This is an optimization exercise on Yosys and OpenROAD, whose aim is small area, a short achievable clock period and few clock cycles per item, not a production implementation. Function was checked by simulation only, so behaviour that the tests miss may differ from the original. Power figures rest on the tool's default switching activity, not on a simulated workload.

$ cat flow/design.v
`default_nettype none
package hq_pkg;
    localparam int SLOTS   = 32;
    localparam int SLOT_W  = $clog2(SLOTS);
    localparam int CNT_W   = SLOT_W + 1;
    localparam int TIME_W  = 64;
    localparam int SEQ_W   = 32;
    localparam int AMT_W   = 16;
    localparam int QUANT_W = 10;
    localparam int OP_W    = 2;
    localparam int KIND_W  = 3;
    localparam int HSLOT_W = 6;
    localparam int PADDR_W = 3;
    localparam int PDATA_W = 32;
    localparam logic [SEQ_W-1:0]   SEQ_RESET   = 32'h1234ABCD;
    localparam logic [QUANT_W-1:0] QUANT_RESET = 10'd50;
    localparam logic [AMT_W-1:0]   MAXD_RESET  = 16'd60000;
    localparam logic [CNT_W-1:0]   MAX_OUT     = CNT_W'(32);
    typedef enum logic [OP_W-1:0] {
        OP_REQUEST = 2'd0,
        OP_CANCEL  = 2'd1,
        OP_ADVANCE = 2'd2
    } t_op;
    typedef enum logic [KIND_W-1:0] {
        KIND_ISSUED  = 3'd0,
        KIND_CANCEL  = 3'd1,
        KIND_EXPIRED = 3'd2,
        KIND_FULL    = 3'd3,
        KIND_NONE    = 3'd4
    } t_kind;
    localparam logic REG_QUANTUM  = 1'b0;
    localparam logic REG_MAXDELAY = 1'b1;
    typedef struct packed {
        logic [QUANT_W-1:0] quantum;
        logic [AMT_W-1:0]   max_delay;
    } t_cfg;
    typedef enum logic [4:0] {
        S_IDLE, S_DIV, S_RQ_ALLOC, S_RQ_INS, S_FULL,
        S_SU_CHK, S_SU_R1, S_SU_R2,
        S_CN_CHK, S_RM_START, S_RM_R1, S_RM_R2,
        S_SD_CHK, S_SD_R1, S_SD_R2, S_SD_R3, S_SD_R4, S_SD_R5, S_SD_CMP,
        S_AD_TOP, S_AD_R1, S_AD_R2, S_AD_PUSH, S_AD_END,
        S_RQ_FIN, S_RQ_EMIT, S_CN_EMIT
    } t_state;
endpackage
`default_nettype wire
`default_nettype none
module hq_ram #(
    parameter int W = 8,
    parameter int D = 32
) (
    input  wire logic                 i_clk,
    input  wire logic                 i_we,
    input  wire logic [$clog2(D)-1:0] i_waddr,
    input  wire logic [W-1:0]         i_wdata,
    input  wire logic [$clog2(D)-1:0] i_raddr,
    output logic      [W-1:0]         o_rdata
);
    logic [W-1:0] r_mem [D];
    always_ff @(posedge i_clk) begin
        if (i_we) begin
            r_mem[i_waddr] <= i_wdata;
        end
        o_rdata <= r_mem[i_raddr];
    end
endmodule
`default_nettype wire
`default_nettype none
import hq_pkg::*;
module hq_div (
    input  wire logic                         i_clk,
    input  wire logic                         i_rst_n,
    input  wire logic                         i_start,
    input  wire logic [hq_pkg::TIME_W-1:0]    i_num,
    input  wire logic [hq_pkg::QUANT_W-1:0]   i_den,
    output logic                              o_done,
    output logic      [hq_pkg::TIME_W-1:0]    o_quo
);
    localparam int CW = $clog2(TIME_W) + 1;
    logic [QUANT_W-1:0] r_den;
    logic [QUANT_W-1:0] r_rem;
    logic [CW-1:0]      r_cnt;
    logic               r_busy;
    logic [QUANT_W:0]   rem_sh;
    logic               ge;
    assign rem_sh = {r_rem, o_quo[TIME_W-1]};
    assign ge     = rem_sh >= {1'b0, r_den};
    always_ff @(posedge i_clk) begin
        if (!i_rst_n) begin
            r_busy <= 1'b0;
            o_done <= 1'b0;
        end else begin
            o_done <= 1'b0;
            if (i_start) begin
                r_busy <= 1'b1;
                r_cnt  <= '0;
                r_rem  <= '0;
                r_den  <= i_den;
                o_quo  <= i_num;
            end else if (r_busy) begin
                r_rem <= ge ? QUANT_W'(rem_sh - {1'b0, r_den}) : rem_sh[QUANT_W-1:0];
                o_quo <= {o_quo[TIME_W-2:0], ge};
                r_cnt <= r_cnt + 1'b1;
                if (r_cnt == CW'(TIME_W - 1)) begin
                    r_busy <= 1'b0;
                    o_done <= 1'b1;
                end
            end
        end
    end
endmodule
`default_nettype wire
`default_nettype none
import hq_pkg::*;
module hq_cfg (
    input  wire logic                        i_clk,
    input  wire logic                        i_rst_n,
    input  wire logic                        psel,
    input  wire logic                        penable,
    input  wire logic                        pwrite,
    input  wire logic [hq_pkg::PADDR_W-1:0]  paddr,
    input  wire logic [hq_pkg::PDATA_W-1:0]  pwdata,
    output logic      [hq_pkg::PDATA_W-1:0]  prdata,
    output logic                             pready,
    output hq_pkg::t_cfg                     o_cfg
);
    hq_pkg::t_cfg r_cfg;
    assign pready = 1'b1;
    assign o_cfg  = r_cfg;
    always_ff @(posedge i_clk) begin
        if (!i_rst_n) begin
            r_cfg.quantum   <= QUANT_RESET;
            r_cfg.max_delay <= MAXD_RESET;
        end else if (psel && penable && pwrite) begin
            unique case (paddr[2])
                REG_QUANTUM:  r_cfg.quantum   <= pwdata[QUANT_W-1:0];
                REG_MAXDELAY: r_cfg.max_delay <= pwdata[AMT_W-1:0];
                default: ;
            endcase
        end
    end
    always_comb begin
        unique case (paddr[2])
            REG_QUANTUM:  prdata = PDATA_W'(r_cfg.quantum);
            REG_MAXDELAY: prdata = PDATA_W'(r_cfg.max_delay);
            default:      prdata = '0;
        endcase
    end
endmodule
`default_nettype wire
`default_nettype none
import hq_pkg::*;
module deadline_heap_timer_queue (
    input  wire logic                        i_clk,
    input  wire logic                        i_rst_n,
    input  wire logic                        in_valid,
    output logic                             in_ready,
    input  wire logic [hq_pkg::OP_W-1:0]     in_op,
    input  wire logic [hq_pkg::AMT_W-1:0]    in_amount_ms,
    input  wire logic [hq_pkg::HSLOT_W-1:0]  in_handle_slot,
    input  wire logic [hq_pkg::SEQ_W-1:0]    in_handle_seq,
    output logic                             out_valid,
    input  wire logic                        out_ready,
    output logic      [hq_pkg::KIND_W-1:0]   out_kind,
    output logic      [hq_pkg::HSLOT_W-1:0]  out_token_slot,
    output logic      [hq_pkg::SEQ_W-1:0]    out_token_seq,
    output logic                             out_last,
    input  wire logic                        psel,
    input  wire logic                        penable,
    input  wire logic                        pwrite,
    input  wire logic [hq_pkg::PADDR_W-1:0]  paddr,
    input  wire logic [hq_pkg::PDATA_W-1:0]  pwdata,
    output logic      [hq_pkg::PDATA_W-1:0]  prdata,
    output logic                             pready
);
    hq_pkg::t_cfg cfg;
    hq_cfg u_cfg (
        .i_clk, .i_rst_n, .psel, .penable, .pwrite, .paddr, .pwdata,
        .prdata, .pready, .o_cfg(cfg)
    );
    hq_pkg::t_state r_state, n_state;
    logic [OP_W-1:0]    r_op;
    logic [HSLOT_W-1:0] r_hslot;
    logic [SEQ_W-1:0]   r_hseq;
    logic [TIME_W-1:0]  r_now;
    logic [CNT_W-1:0]   r_count;
    logic [CNT_W-1:0]   r_made;
    logic [CNT_W-1:0]   r_fcnt;
    logic [SEQ_W-1:0]   r_seq  [SLOTS];
    logic [SLOTS-1:0]   r_seqv;
    logic [SLOT_W-1:0]  r_posa [SLOTS];
    logic [SLOTS-1:0]   r_inh;
    logic [SLOT_W-1:0]  r_fs   [SLOTS];
    logic [SLOT_W-1:0]  r_slot, r_nslot, r_sslot, r_pos, r_c, r_cs, r_rs;
    logic [TIME_W-1:0]  r_d, r_dcs, r_nowq;
    logic               r_ins, r_hit;
    logic [CNT_W-1:0]   r_n;
    logic               r_pend_v;
    logic [HSLOT_W-1:0] r_pend_slot;
    logic [SEQ_W-1:0]   r_pend_seq;
    logic               r_out_v;
    logic [KIND_W-1:0]  r_out_kind;
    logic [HSLOT_W-1:0] r_out_slot;
    logic [SEQ_W-1:0]   r_out_seq;
    logic               r_out_last;
    logic               heap_we, dl_we;
    logic [SLOT_W-1:0]  heap_wa, heap_wd, heap_ra, heap_rd;
    logic [SLOT_W-1:0]  dl_wa, dl_ra;
    logic [TIME_W-1:0]  dl_wd, dl_rd;
    hq_ram #(.W(SLOT_W), .D(SLOTS)) u_heap (
        .i_clk, .i_we(heap_we), .i_waddr(heap_wa), .i_wdata(heap_wd),
        .i_raddr(heap_ra), .o_rdata(heap_rd)
    );
    hq_ram #(.W(TIME_W), .D(SLOTS)) u_dl (
        .i_clk, .i_we(dl_we), .i_waddr(dl_wa), .i_wdata(dl_wd),
        .i_raddr(dl_ra), .o_rdata(dl_rd)
    );
    logic               div_start, div_done;
    logic [TIME_W-1:0]  div_num, div_quo;
    logic [QUANT_W-1:0] eff_q;
    logic [AMT_W-1:0]   delay;
    logic               in_fire;
    assign eff_q   = (cfg.quantum == '0) ? QUANT_W'(1) : cfg.quantum;
    assign delay   = (in_amount_ms > cfg.max_delay) ? cfg.max_delay : in_amount_ms;
    assign in_fire = in_valid && in_ready;
    assign div_start = in_fire && (in_op == OP_REQUEST || in_op == OP_ADVANCE);
    assign div_num = r_now + TIME_W'((in_op == OP_ADVANCE) ? in_amount_ms : delay);
    hq_div u_div (
        .i_clk, .i_rst_n, .i_start(div_start), .i_num(div_num), .i_den(eff_q),
        .o_done(div_done), .o_quo(div_quo)
    );
    logic [SLOT_W-1:0]  seq_idx;
    logic [SEQ_W-1:0]   seq_val;
    logic [HSLOT_W-1:0] cn_idx;
    logic               cn_hit;
    logic               out_free;
    logic [SLOT_W-1:0]  su_parent;
    logic [CNT_W-1:0]   sd_c, c_next;
    logic               have_free, can_make;
    hq_pkg::t_state     ret_state, after_cancel;
    assign cn_idx   = r_hslot - 1'b1;
    assign seq_idx  = (r_state == S_CN_CHK) ? cn_idx[SLOT_W-1:0] : r_slot;
    assign seq_val  = r_seqv[seq_idx] ? r_seq[seq_idx] : SEQ_RESET;
    assign cn_hit   = (r_hslot != '0) && (cn_idx < HSLOT_W'(r_made)) &&
                      (seq_val == r_hseq) && r_inh[cn_idx[SLOT_W-1:0]];
    assign out_free = !r_out_v || out_ready;
    assign su_parent = SLOT_W'((r_pos - 1'b1) >> 1);
    assign sd_c     = {r_pos, 1'b1};
    assign c_next   = CNT_W'(r_c) + 1'b1;
    assign have_free = r_fcnt != '0;
    assign can_make  = r_made < CNT_W'(SLOTS);
    assign after_cancel = (r_op == OP_REQUEST) ? S_RQ_FIN : S_CN_EMIT;
    always_comb begin
        if (r_ins) begin
            ret_state = S_CN_CHK;
        end else if (r_op == OP_ADVANCE) begin
            ret_state = S_AD_TOP;
        end else begin
            ret_state = after_cancel;
        end
    end
    assign in_ready = (r_state == S_IDLE);
    always_comb begin
        n_state = r_state;
        unique case (r_state)
            S_IDLE: begin
                if (in_fire) begin
                    case (in_op)
                        OP_REQUEST, OP_ADVANCE: n_state = S_DIV;
                        OP_CANCEL:              n_state = S_CN_CHK;
                        default:                n_state = S_IDLE;
                    endcase
                end
            end
            S_DIV:      if (div_done) n_state = (r_op == OP_ADVANCE) ? S_AD_TOP : S_RQ_ALLOC;
            S_RQ_ALLOC: n_state = (have_free || can_make) ? S_RQ_INS : S_FULL;
            S_RQ_INS:   n_state = S_SU_CHK;
            S_FULL:     if (out_free) n_state = S_IDLE;
            S_SU_CHK:   n_state = (r_pos == '0) ? ret_state : S_SU_R1;
            S_SU_R1:    n_state = S_SU_R2;
            S_SU_R2:    n_state = (dl_rd <= r_d) ? ret_state : S_SU_CHK;
            S_CN_CHK:   n_state = cn_hit ? S_RM_START : after_cancel;
            S_RM_START: n_state = (CNT_W'(r_pos) == r_count) ? ret_state : S_RM_R1;
            S_RM_R1:    n_state = S_RM_R2;
            S_RM_R2:    n_state = S_SD_CHK;
            S_SD_CHK:   n_state = (sd_c >= r_count) ? S_SU_CHK : S_SD_R1;
            S_SD_R1:    n_state = (c_next < r_count) ? S_SD_R2 : S_SD_R4;
            S_SD_R2:    n_state = S_SD_R3;
            S_SD_R3:    n_state = S_SD_R5;
            S_SD_R4:    n_state = S_SD_CMP;
            S_SD_R5:    n_state = S_SD_CMP;
            S_SD_CMP:   n_state = (r_d <= r_dcs) ? S_SU_CHK : S_SD_CHK;
            S_AD_TOP:   n_state = (r_n < MAX_OUT && r_count != '0) ? S_AD_R1 : S_AD_END;
            S_AD_R1:    n_state = S_AD_R2;
            S_AD_R2:    n_state = (dl_rd > r_nowq) ? S_AD_END : S_AD_PUSH;
            S_AD_PUSH:  if (!r_pend_v || out_free) n_state = S_RM_START;
            S_AD_END:   if (out_free) n_state = S_IDLE;
            S_RQ_FIN:   n_state = S_RQ_EMIT;
            S_RQ_EMIT:  if (out_free) n_state = S_IDLE;
            S_CN_EMIT:  if (out_free) n_state = S_IDLE;
            default:    n_state = S_IDLE;
        endcase
    end
    logic               push;
    logic [KIND_W-1:0]  push_kind;
    logic [HSLOT_W-1:0] push_slot;
    logic [SEQ_W-1:0]   push_seq;
    logic               push_last;
    always_comb begin
        heap_we = 1'b0; heap_wa = r_pos; heap_wd = r_sslot; heap_ra = '0;
        dl_we   = 1'b0; dl_wa   = r_sslot; dl_wd = r_d;     dl_ra   = r_cs;
        push = 1'b0; push_kind = KIND_NONE; push_slot = '0; push_seq = '0; push_last = 1'b1;
        unique case (r_state)
            S_RQ_INS: dl_we = 1'b1;
            S_FULL: begin
                push = out_free; push_kind = KIND_FULL;
            end
            S_SU_CHK: begin
                heap_ra = su_parent;
                heap_we = (r_pos == '0);
            end
            S_SU_R1: dl_ra = heap_rd;
            S_SU_R2: begin
                heap_we = 1'b1;
                heap_wd = (dl_rd <= r_d) ? r_sslot : r_cs;
            end
            S_RM_START: heap_ra = r_count[SLOT_W-1:0];
            S_RM_R1:    dl_ra = heap_rd;
            S_SD_CHK:   heap_ra = sd_c[SLOT_W-1:0];
            S_SD_R1: begin
                heap_ra = c_next[SLOT_W-1:0];
                dl_ra   = heap_rd;
            end
            S_SD_R2: dl_ra = r_cs;
            S_SD_R3: dl_ra = r_rs;
            S_SD_CMP: begin
                heap_we = !(r_d <= r_dcs);
                heap_wd = r_cs;
            end
            S_AD_TOP: heap_ra = '0;
            S_AD_R1:  dl_ra = heap_rd;
            S_AD_PUSH: begin
                push = r_pend_v && out_free; push_kind = KIND_EXPIRED;
                push_slot = r_pend_slot; push_seq = r_pend_seq; push_last = 1'b0;
            end
            S_AD_END: begin
                push = out_free;
                push_kind = r_pend_v ? KIND_EXPIRED : KIND_NONE;
                push_slot = r_pend_v ? r_pend_slot : '0;
                push_seq  = r_pend_v ? r_pend_seq : '0;
            end
            S_RQ_EMIT: begin
                push = out_free; push_kind = KIND_ISSUED;
                push_slot = HSLOT_W'(r_slot) + 1'b1; push_seq = seq_val;
            end
            S_CN_EMIT: begin
                push = out_free; push_kind = KIND_CANCEL;
                push_slot = r_hit ? r_hslot : '0;
                push_seq  = r_hit ? r_hseq : '0;
            end
            default: ;
        endcase
    end
    assign out_valid      = r_out_v;
    assign out_kind       = r_out_kind;
    assign out_token_slot = r_out_slot;
    assign out_token_seq  = r_out_seq;
    assign out_last       = r_out_last;
    always_ff @(posedge i_clk) begin
        if (!i_rst_n) begin
            r_state  <= S_IDLE;
            r_now    <= '0;
            r_count  <= '0;
            r_made   <= '0;
            r_fcnt   <= '0;
            r_seqv   <= '0;
            r_inh    <= '0;
            r_out_v  <= 1'b0;
            r_pend_v <= 1'b0;
            r_ins    <= 1'b0;
        end else begin
            r_state <= n_state;
            if (push) begin
                r_out_v    <= 1'b1;
                r_out_kind <= push_kind;
                r_out_slot <= push_slot;
                r_out_seq  <= push_seq;
                r_out_last <= push_last;
            end else if (out_ready) begin
                r_out_v <= 1'b0;
            end
            case (r_state)
                S_IDLE: begin
                    if (in_fire) begin
                        r_op    <= in_op;
                        r_hslot <= in_handle_slot;
                        r_hseq  <= in_handle_seq;
                        r_ins   <= 1'b0;
                        if (in_op == OP_ADVANCE) r_now <= div_num;
                    end
                end
                S_DIV: begin
                    r_d      <= div_quo;
                    r_nowq   <= div_quo;
                    r_n      <= '0;
                    r_pend_v <= 1'b0;
                end
                S_RQ_ALLOC: begin
                    if (have_free) begin
                        r_nslot <= r_fs[r_fcnt[SLOT_W-1:0] - 1'b1];
                        r_sslot <= r_fs[r_fcnt[SLOT_W-1:0] - 1'b1];
                        r_slot  <= r_fs[r_fcnt[SLOT_W-1:0] - 1'b1];
                        r_fcnt  <= r_fcnt - 1'b1;
                    end else if (can_make) begin
                        r_nslot <= r_made[SLOT_W-1:0];
                        r_sslot <= r_made[SLOT_W-1:0];
                        r_slot  <= r_made[SLOT_W-1:0];
                        r_made  <= r_made + 1'b1;
                    end
                end
                S_RQ_INS: begin
                    r_seq[r_slot]  <= seq_val + 1'b1;
                    r_seqv[r_slot] <= 1'b1;
                    r_inh[r_slot]  <= 1'b1;
                    r_count        <= r_count + 1'b1;
                    r_pos          <= r_count[SLOT_W-1:0];
                    r_ins          <= 1'b1;
                end
                S_SU_CHK: if (r_pos == '0) r_posa[r_sslot] <= '0;
                S_SU_R1:  r_cs <= heap_rd;
                S_SU_R2: begin
                    if (dl_rd <= r_d) begin
                        r_posa[r_sslot] <= r_pos;
                    end else begin
                        r_posa[r_cs] <= r_pos;
                        r_pos        <= su_parent;
                    end
                end
                S_CN_CHK: begin
                    r_ins <= 1'b0;
                    r_hit <= cn_hit;
                    if (cn_hit) begin
                        r_slot                     <= cn_idx[SLOT_W-1:0];
                        r_inh[cn_idx[SLOT_W-1:0]]  <= 1'b0;
                        r_fs[r_fcnt[SLOT_W-1:0]]   <= cn_idx[SLOT_W-1:0];
                        r_fcnt                     <= r_fcnt + 1'b1;
                        r_count                    <= r_count - 1'b1;
                        r_seq[cn_idx[SLOT_W-1:0]]  <= seq_val + 1'b1;
                        r_seqv[cn_idx[SLOT_W-1:0]] <= 1'b1;
                        r_pos                      <= r_posa[cn_idx[SLOT_W-1:0]];
                    end
                end
                S_RM_R1:  r_sslot <= heap_rd;
                S_RM_R2:  r_d <= dl_rd;
                S_SD_CHK: r_c <= sd_c[SLOT_W-1:0];
                S_SD_R1:  r_cs <= heap_rd;
                S_SD_R2:  r_rs <= heap_rd;
                S_SD_R3:  r_dcs <= dl_rd;
                S_SD_R4:  r_dcs <= dl_rd;
                S_SD_R5: begin
                    if (dl_rd < r_dcs) begin
                        r_c   <= c_next[SLOT_W-1:0];
                        r_cs  <= r_rs;
                        r_dcs <= dl_rd;
                    end
                end
                S_SD_CMP: begin
                    if (!(r_d <= r_dcs)) begin
                        r_posa[r_cs] <= r_pos;
                        r_pos        <= r_c;
                    end
                end
                S_AD_R1: r_slot <= heap_rd;
                S_AD_PUSH: begin
                    if (!r_pend_v || out_free) begin
                        r_pend_v                 <= 1'b1;
                        r_pend_slot              <= HSLOT_W'(r_slot) + 1'b1;
                        r_pend_seq               <= seq_val;
                        r_n                      <= r_n + 1'b1;
                        r_inh[r_slot]            <= 1'b0;
                        r_fs[r_fcnt[SLOT_W-1:0]] <= r_slot;
                        r_fcnt                   <= r_fcnt + 1'b1;
                        r_count                  <= r_count - 1'b1;
                        r_pos                    <= '0;
                    end
                end
                S_AD_END: if (out_free) r_pend_v <= 1'b0;
                S_RQ_FIN: r_slot <= r_nslot;
                default: ;
            endcase
        end
    end
endmodule
`default_nettype wire
$ cat flow/run.sh
#!/bin/bash
# synth_recipe.tcl (not shown) runs the flow's synth.tcl, then flattens the netlist and writes it again
# the make line also repeats each setting of config.mk as NAME=value (left out here)
make -C /OpenROAD-flow-scripts/flow DESIGN_CONFIG=/design/flow/config.mk WORK_HOME=/design/flow/orfs CLKGATE_MAP_FILE= SYNTH_SCRIPT=/design/flow/synth_recipe.tcl finish
$ cat flow/config.mk
export PLATFORM = sky130hd
export DESIGN_NAME = deadline_heap_timer_queue
export DESIGN_NICKNAME = deadline_heap_timer_queue
export VERILOG_FILES = /design/flow/design.v
export SDC_FILE = /design/flow/constraint.sdc
export NUM_CORES = 4
export LEC_CHECK = 0
export CAP_MARGIN = 20
export CORE_MARGIN = 2
export CORE_UTILIZATION = 30
export SLEW_MARGIN = 20
$ cat flow/constraint.sdc
create_clock -name core_clock -period 11.0 [get_ports {i_clk}]
set_input_delay 2.2000 -clock core_clock [delete_from_list [all_inputs] [get_ports {i_clk}]]
set_output_delay 2.2000 -clock core_clock [all_outputs]
set_load 0.01 [all_outputs]
==> run summary <==
Pwr:
- The leakage power is 67.7 nW.
- IR analysis of the VDD net gives a maximum drop of 0.249 mV.
- The internal power summed over all cells is 30.4 mW.
- The share of total power in the clock network is 31.6%.
- The total power density per cell area is 215 nW/um^2.
- In this run the power spent charging and discharging nets is 14.0 mW.
- The sequential group share of total power is 44.9%.
- The net switching share of the total power is 31.5%.
- In this run, the combinational gates consume 23.5% of the power.

Placed design:
- In this run, placement finished with an instance count of 20900.
- The global placer's final weighted congestion is 0.895.
- The post-detailed-placement half-perimeter wirelength is 308 mm.
- The count of buffers inserted at the top-level ports is 139.
- At the placement stage, the worst setup path has a slack of 1.67 ns.

Clock tree:
- The number of clock sinks seen by CTS is 4248.
- The clock latency at the later pin of the worst-skew pair is 1.03 ns.
- The CTS buffer count is 403.
- The number of setup buffers added after CTS is 0.
- The post-cts repair resize count is 0.
- The longest clock path from root to sink contains 4 buffers.
- The TritonCTS clock tree is yes.
- The root buffer selected by CTS is sky130_fd_sc_hd__clkbuf_16.
- The cts-stage hold buffer count is 0.
- The H-tree was split into 5 levels.
- After clock tree synthesis, the clock-pin slew on the worst setup and hold paths is 0.07 ns.

Synth:
- The count of distinct cell types in the synthesized netlist is 104.
- The adder-cell area share of the yosys netlist is 2.42%.
- The largest family of logic cells by synthesized area is compound AO/OA/AOI/OAI gates.
- Sorting the synthesized cells by area gives the leading types as sky130_fd_sc_hd__edfxtp_1, sky130_fd_sc_hd__a211oi_1, sky130_fd_sc_hd__nand2_1.
- Multiplexer cells account for 2.73% of the synthesized area.
- The synthesized netlist occupies a cell area of 181000 um^2.
- The share of synthesized cell area in and, or, nand and nor gates is 9.95%.
- Synthesis inferred 4248 register bits.
- The mean cell area of the mapped netlist is 13.6 um^2.
- In the synthesized netlist, the number of instances is 13300.
- The xor-xnor portion of the synthesized cell area is 0.988%.
- The Yosys warning count is 5.
- The dominant register cell in the synthesized netlist is sky130_fd_sc_hd__edfxtp_1.
- The synthesized netlist devotes 12.0% of its cell area to compound gates.
- The synthesized design contains 3997 enable-type register cells.
- Sequential cells were found to cover 69.1% of the synthesized design area.
- The cell type with the largest total area after synthesis is sky130_fd_sc_hd__edfxtp_1.
- In this run the biggest area consumer among cell types represents 66.3% of the synthesized area.
- The fraction of registers with async set/reset is 0%.

Setup path:
- The cell with the largest stage delay on the worst path is sky130_fd_sc_hd__a211oi_4.
- In this design, the largest share of critical-path delay is due to buffers and inverters.
- STA puts the critical path data arrival time at 10.21 ns.
- The delay of the slowest critical-path stage is 0.84 ns.
- The worst setup path is launched from a flip-flop.
- The cell that appears most often on the critical path is sky130_fd_sc_hd__buf_4.
- The worst setup path is captured at a flip-flop.
- STA puts the critical path data required time at 11.65 ns.
- The critical path in this run is classified as reg2reg.
- The maximum fanout encountered on the critical timing path is 35.
- The number of buffers and inverters on the critical path is 11.

STA:
- The count of endpoints failing hold in the final timing report came to 0.
- The worst path uses 87.0% of the clock period.
- Setup repair after global routing left no endpoint under its margin.
- The clock arrives with 0.122 ns of skew.
- The worst pin sits at a relative slew slack of 18.6%.
- The worst path needs 9.57 ns of the cycle, external delays included.
- The worst setup margin is 1.43 ns.
- The count of endpoints failing setup in the final report is 0.
- At the pin with the least slew margin, the transition time is 1.21 ns.
- The post-route worst hold slack is 0.459 ns.
- The max-slew violation count is 0.
- The sum of negative setup slack is 0 ns.
- Timing would allow up to 105 MHz.

Floorplan:
- The height of the chip is 781 um.
- The die is 781 um wide.
- 175 I/O pins were placed.
- For this configuration, the core starts out at a cell density of 30.1%.
- The area of the placeable core is 602000 um^2.
- The floorplan step defined a die boundary enclosing 609000 um^2.
- Row generation in the floorplan step produced 285 rows.

Job:
- The tool flagged a number of max-cap violations equal to 0.

GRT:
- The number of global-route vias before repair is 108000.
- In the global route stage, overall resource usage came out at 16.8%.
- The total grt overflow is 0.
- The largest net degree at the start of global routing is 209.
- The number of antenna violations at the first check in global routing is 31.
- The first global-routing pass estimated 770 mm of wire.

Routing:
- The overall via count from detail_route is 116000.
- The final layout contains routed wiring with a total length of 537 mm.
- The detail route stage leaves a number of antenna-violating nets equal to 0.
- Dividing the detail-routed wire length by the instance count gives 24.7 um.
- The first detailed-routing pass ran for 10 iterations.
- The number of DRC violations after detailed routing is 0.
- The number of design-rule violations left by the first detailed-router iteration is 13900.
- The post-detailed-route via-to-cell ratio is 5.34.

Final layout:
- The fill cell total of the finished layout is 57900.
- Relative to the synthesized area, the layout overhead comes to 14.2%.
- In the final design database the tool counted 13800 nets.
- The finished layout holds 21700 standard cells, fillers aside.
- The share of final-layout standard cells stronger than drive strength 1 is 10.2%.

Status:
- The flow ran to the end and the layout has no timing, DRC or antenna violations.

Hold path:
- The path class of the lowest-slack min-delay path is reg2reg.
[cell usage in the layout, fill, tap and decap left out, types with 53 or more instances in the layout]
master / instances
sky130_fd_sc_hd__and2_1: 554
sky130_fd_sc_hd__ha_1: 342
sky130_fd_sc_hd__inv_1: 332
sky130_fd_sc_hd__nand4_1: 115
sky130_fd_sc_hd__mux2i_1: 84
sky130_fd_sc_hd__clkinv_1: 77
sky130_fd_sc_hd__a311oi_1: 302
sky130_fd_sc_hd__mux2_2: 114
sky130_fd_sc_hd__edfxtp_1: 3997
sky130_fd_sc_hd__buf_4: 286
sky130_fd_sc_hd__clkinv_2: 71
sky130_fd_sc_hd__clkdlybuf4s50_1: 138
sky130_fd_sc_hd__clkbuf_1: 87
sky130_fd_sc_hd__a21oi_1: 481
sky130_fd_sc_hd__a21o_1: 178
sky130_fd_sc_hd__and3_1: 235
sky130_fd_sc_hd__clkbuf_16: 406
sky130_fd_sc_hd__nand2_1: 1823
sky130_fd_sc_hd__dfxtp_1: 249
sky130_fd_sc_hd__nor3_1: 76
sky130_fd_sc_hd__xor2_1: 79
sky130_fd_sc_hd__nor2b_1: 53
sky130_fd_sc_hd__o21ai_0: 295
sky130_fd_sc_hd__mux4_2: 125
sky130_fd_sc_hd__a211oi_1: 978
sky130_fd_sc_hd__nor2_1: 413
sky130_fd_sc_hd__nand3_1: 251
sky130_fd_sc_hd__a31oi_1: 366
sky130_fd_sc_hd__xnor2_1: 95
sky130_fd_sc_hd__a32oi_1: 59
[metrics by stage]
stage	util, %	instance area [um^2]	power (mW)
after floorplan	-	181000	26.4
after global placement	32.0	193000	30.3
after detailed placement	32.1	193000	30.5
after CTS	34.3	206000	44.5
after global routing	34.4	207000	45.9
final	34.4	207000	44.4
[cell families after synthesis]
group                    Yosys count
adder cells (fa/ha/maj)          347
XOR/XNOR                         202
AO/OA/AOI/OAI                   3125
buffers and inverters           1252
flip-flops                      4248
multiplexers                     323
AND/OR/NAND/NOR                 3821
other                              2
[power by group through the flow]
stage | logic [mW] | registers (mW) | clock network, mW
6_report | 10.5 | 19.9 | 14.0
5_1_grt | 11.1 | 20.0 | 14.8
4_1_cts | 10.2 | 20.0 | 14.2
3_5_place_dp | 10.1 | 20.4 | 0
3_3_place_gp | 9.96 | 20.4 | 0
2_1_floorplan | 6.30 | 20.1 | 0
[worst reg2reg max path, stage by stage, from the launching register on]
cell and delay, ns:
sky130_fd_sc_hd__edfxtp_1 0.34, sky130_fd_sc_hd__buf_4 0.39, sky130_fd_sc_hd__inv_1 0.32, sky130_fd_sc_hd__ha_1 0.38, sky130_fd_sc_hd__xnor2_4 0.24, sky130_fd_sc_hd__buf_4 0.35
sky130_fd_sc_hd__clkinv_1 0.14, sky130_fd_sc_hd__buf_4 0.49, sky130_fd_sc_hd__nand4_1 0.16, sky130_fd_sc_hd__o21ai_1 0.12, sky130_fd_sc_hd__buf_4 0.33, sky130_fd_sc_hd__a22oi_1 0.21
sky130_fd_sc_hd__a211oi_4 0.84, sky130_fd_sc_hd__buf_4 0.38, sky130_fd_sc_hd__a21boi_2 0.10, sky130_fd_sc_hd__buf_4 0.27, sky130_fd_sc_hd__and2_1 0.18, sky130_fd_sc_hd__buf_4 0.23
sky130_fd_sc_hd__inv_1 0.14, sky130_fd_sc_hd__ha_1 0.34, sky130_fd_sc_hd__inv_1 0.10, sky130_fd_sc_hd__a211oi_1 0.45, sky130_fd_sc_hd__nand4_1 0.33, sky130_fd_sc_hd__nor2_1 0.43
sky130_fd_sc_hd__o2111ai_1 0.28, sky130_fd_sc_hd__nor3_1 0.66, sky130_fd_sc_hd__nand2_1 0.32, sky130_fd_sc_hd__xnor2_4 0.69
[synth_stat cells (15+ instances only)]
cell type and n:
sky130_fd_sc_hd__a311oi_1 302, sky130_fd_sc_hd__nand2b_1 49, sky130_fd_sc_hd__nor2b_1 53, sky130_fd_sc_hd__xor2_1 83, sky130_fd_sc_hd__buf_2 100, sky130_fd_sc_hd__ha_1 343
sky130_fd_sc_hd__nor3_1 81, sky130_fd_sc_hd__xnor2_1 118, sky130_fd_sc_hd__a211oi_1 979, sky130_fd_sc_hd__and2_0 31, sky130_fd_sc_hd__edfxtp_1 3997, sky130_fd_sc_hd__nor4_1 30
sky130_fd_sc_hd__o21ai_0 304, sky130_fd_sc_hd__a21oi_1 493, sky130_fd_sc_hd__nor2_1 452, sky130_fd_sc_hd__a31oi_1 366, sky130_fd_sc_hd__mux2i_1 84, sky130_fd_sc_hd__a221oi_1 25
sky130_fd_sc_hd__o211ai_1 41, sky130_fd_sc_hd__nand3b_1 15, sky130_fd_sc_hd__clkbuf_1 693, sky130_fd_sc_hd__o22ai_1 69, sky130_fd_sc_hd__o31ai_1 18, sky130_fd_sc_hd__or4_1 16
sky130_fd_sc_hd__inv_1 334, sky130_fd_sc_hd__nand2_1 1828, sky130_fd_sc_hd__and2_1 561, sky130_fd_sc_hd__a32oi_1 59, sky130_fd_sc_hd__buf_4 34, sky130_fd_sc_hd__or3_1 28
sky130_fd_sc_hd__a222oi_1 25, sky130_fd_sc_hd__mux4_2 125, sky130_fd_sc_hd__nand3_1 254, sky130_fd_sc_hd__a22oi_1 52, sky130_fd_sc_hd__buf_1 78, sky130_fd_sc_hd__a2111oi_0 35
sky130_fd_sc_hd__a21o_1 178, sky130_fd_sc_hd__dfxtp_1 251, sky130_fd_sc_hd__mux2_2 114, sky130_fd_sc_hd__o21a_1 28, sky130_fd_sc_hd__and3_1 235, sky130_fd_sc_hd__nand4_1 115
[path summary, 6_finish.rpt]
kind | start | end | slack [ns] | cells after the start
worst max-delay path | r_hslot[0]$_DFFE_PP_ | r_seq[29][28]$_DFFE_PP_ | 1.43 | 27
worst min-delay path | r_now[11]$_SDFFE_PN0P_ | r_now[11]$_SDFFE_PN0P_ | 0.46 | 2
worst max register to register | r_hslot[0]$_DFFE_PP_ | r_seq[29][28]$_DFFE_PP_ | 1.43 | 27
worst min register to register | r_now[11]$_SDFFE_PN0P_ | r_now[11]$_SDFFE_PN0P_ | 0.46 | 2
[metal layers]
layer  global-route usage, %  share of wire (%)
met1                    23.1                 42
met2                    26.5                 45
met3                    2.89                8.5
met4                    6.30                4.1
met5                       0              0.016
[sequential cells by signal (all words and copies together), names as in the netlist, 7 cells and up, named ones only]
name          cells
r_fs            160
u_div.r_cnt       7
r_seqv           32
r_now            64
r_dcs            64
r_hseq           32
u_dl.o_rdata     64
r_pend_seq       32
u_dl.r_mem     2048
u_div.o_quo      64
u_div.r_den      10
r_posa          160
r_nowq           64
u_heap.r_mem    160
u_cfg.r_cfg      26
r_d              64
u_div.r_rem      10
r_out_seq        32
r_seq          1024
[cell type report]
cell class	instances	area, um^2	area share, %
Sequential cell	4248	125000	60.5
Multi-Input combinational cell	7835	52300	25.3
Clock buffer	506	10700	5.16
Tap cell	8036	10100	4.86
Timing Repair Buffer	496	4780	2.31
Clock inverter	241	2550	1.23
Inverter	341	1280	0.620
Antenna cell	18	45.0	0.0218
Testbench counts, summed over its fixed seeds: cycles 138,340, items 2,400.

-- what the ideal ports hide --
No port has a modelled driver above. Below, the same layout with a new extraction and two added sets of constraints.
Step 1 assumes that a clkbuf_16 drives the clock port and a buf_2 every other input.
Step 2 adds t to the input delays and takes it off the output delays; t is the mean of the earliest and latest rising clock arrival at the registers after step 1. Input paths then give back, and output paths get back, about the clock's delay inside the block.
Three values: ideal ports, drivers, drivers and shift; two values: the first two.
shift t [ns]: 1.073
setup WS [ns]: 1.434 / 1.434 / 1.434
pins driven straight from the clock port: 1
After both steps setup and hold are still met in this run. For this run, drivers alone change the setup slack by 0.000 ns; drivers and shift together by 0.000 ns.
